This is an optimization exercise on Yosys and OpenROAD, whose aim is small area and a short achievable clock period, not a production implementation.
Function was checked by simulation only, so behaviour that the tests miss may differ from the original.

== cedar ==
## pe_mac_array
module pe_mac_array
#(
  parameter int DATA_WIDTH = nmcu_pkg::DATA_WIDTH,
  parameter int ACC_WIDTH  = nmcu_pkg::ACC_WIDTH,
  parameter int NUM_LANES  = 8
) (
  input  logic                            clk,
  input  logic                            rst_n,
  input  logic                            in_valid_i,
  output logic                            in_ready_o,
  input  logic [NUM_LANES*DATA_WIDTH-1:0] a_i,
  input  logic [NUM_LANES*DATA_WIDTH-1:0] b_i,
  input  logic                            first_i,
  input  logic                            last_i,
  output logic                            out_valid_o,
  input  logic                            out_ready_i,
  output logic [NUM_LANES*DATA_WIDTH-1:0] result_o,
  output logic [NUM_LANES*ACC_WIDTH-1:0]  acc_o,
  output logic [NUM_LANES-1:0]            sat_o,
  output logic                            busy_o,
  output nmcu_pkg::pe_mac_state_e        state_o
);
  nmcu_pkg::pe_mac_state_e state_q;
  logic          ready;
  logic          accept;
  logic          load;
  logic          open_group;
  assign ready       = (state_q == nmcu_pkg::IDLE) || (state_q == nmcu_pkg::ACCUM);
  assign in_ready_o  = rst_n && ready;
  assign accept      = in_valid_i && in_ready_o;
  assign load        = in_valid_i && ready;
  assign out_valid_o = (state_q == nmcu_pkg::DRAIN);
  assign busy_o      = (state_q != nmcu_pkg::IDLE);
  assign state_o     = state_q;
  ...
Size in the first run: about 4200 cells after synthesis, about 470 I/O pins.
==> flow/config.mk <==
export PLATFORM = sky130hd
export DESIGN_NAME = pe_mac_array
export DESIGN_NICKNAME = pe_mac_array
export VERILOG_FILES = /design/flow/design.v
export SDC_FILE = /design/flow/constraint.sdc
export NUM_CORES = 4
export LEC_CHECK = 0
export ABC_AREA = 1
export CAP_MARGIN = 20
export CORE_MARGIN = 2
export CORE_UTILIZATION = 40
export CTS_CLUSTER_DIAMETER = 100
export CTS_CLUSTER_SIZE = 22
export GPL_ROUTABILITY_DRIVEN = 0
export SETUP_SLACK_MARGIN = 2.8
export SLEW_MARGIN = 20
export TNS_END_PERCENT = 10
==> flow/constraint.sdc <==
create_clock -name core_clock -period 6.0 [get_ports {clk}]
set_input_delay 1.2000 -clock core_clock [delete_from_list [all_inputs] [get_ports {clk}]]
set_output_delay 1.2000 -clock core_clock [all_outputs]
set_load 0.01 [all_outputs]
standard.sh (not shown) runs the stock make flow with config.mk's settings and CLKGATE_MAP_FILE= SYNTH_SCRIPT=/design/flow/synth_recipe.tcl, a recipe that flattens the netlist after the stock synthesis.
==> flow/flow/run.sh <==
#!/bin/bash
# Own layout flow: the standard flow (the standard.sh, all steps) with
# the port buffers made from buf_1 cells instead of ORFS's default choice.
# Each tool's output goes to the ORFS logs under orfs/logs; this script's
# own output goes to run.log.
set -e
{
  echo "== standard.sh"; cat standard.sh
  echo "== config.mk"; cat config.mk
  export BUFFER_PORTS_ARGS="-buffer_cell sky130_fd_sc_hd__buf_1"
  bash standard.sh
} > run.log 2>&1
The final layout from cedar, which completed every stage, passed the timing, DRC and antenna checks at the end of the flow.
Modified inputs, raven compared to cedar
Settings: swapping 40 for 50 in CORE_UTILIZATION; putting PLACE_DENSITY at 0.75 where nothing was set; clearing GPL_ROUTABILITY_DRIVEN, which used to be 0.
Results
Compared with cedar, raven shows a share of cells above drive strength 1 that is 0.53 points lower.
In raven, the data arrival time of the critical path came out 170 ps above the value in cedar.
Largest stage delay on the critical path, cedar and raven: smaller value in cedar
Die area went down by more than 10% going from cedar to raven.
Via count on raven is behind cedar.
For maple, these inputs were changed with respect to raven:
Settings: a change of CORE_UTILIZATION from 50 to 40; a deleted PLACE_DENSITY that had been 0.75; a change of SETUP_SLACK_MARGIN from 2.8 to 2.6.
Findings:
Peak per-stage delay on the critical path, maple and raven, lower one = raven. Sequential share of layout area on maple is up relative to raven. Compared to raven, maple reaches a lower achievable clock. Note that the vertical die dimension recorded for maple amounts to 1.12 times the value seen in raven. Summed area of non-filler cells in the final layout, maple and raven: larger value in raven.
--- input diff maple..violet ---
Settings: swapping 2.6 for 2.4 in SETUP_SLACK_MARGIN.
Results
- Sort maple and violet by count of buffers added by post-CTS timing repair for setup, ascending, and violet comes first.
- As far as met1 track demand over resource is concerned, violet and maple perform about the same.
- violet vs maple — wire length dropped 1.0%.
- As far as worst-case clock buffer depth goes, maple and violet are indistinguishable; the numbers are identical.
- As far as worst slack on hold paths is concerned, maple and violet perform about the same.
- Lower layout overhead on the synthesized area goes to violet over maple.
- violet against maple: starting DRC count in detailed routing went up about 2.4%.
- The final reports for violet and maple show maximum clock rate lower in the former.

## separate check: timing with driven ports
The results above use ideal ports. As a check the final layouts listed here were re-extracted and re-timed, cells and wires unchanged. Step 1: set_driving_cell puts a clkbuf_16 on clk and a buf_2 on each other input, an assumption about the parent block. Step 2 times the ports against the registers' clock, not the clock port: input delays grow and output delays shrink by t, the midpoint of the rising clock arrivals with the driver on. Slacks: no drivers / after step 1 / after step 2; pairs: no drivers / after step 1.
run	shift t [ns]	setup slack, ns	hold slack, ns	clock arrival spread, ns	pins driven straight from the clock port
cedar	0.675	2.854 / 2.859 / 2.207	0.391 / 0.347 / 0.496	0.028 / 0.028	1
raven	0.676	2.758 / 2.758 / 2.144	0.384 / 0.343 / 0.497	0.031 / 0.030	1
maple	0.681	2.681 / 2.617 / 2.079	0.495 / 0.495 / 0.495	0.040 / 0.040	1
violet	0.680	2.432 / 2.473 / 1.793	0.497 / 0.497 / 0.497	0.041 / 0.040	1
After both steps setup and hold are still met in every run listed. For cedar, which loses most, drivers alone change the setup slack by +0.005 ns; drivers and shift together by -0.647 ns.
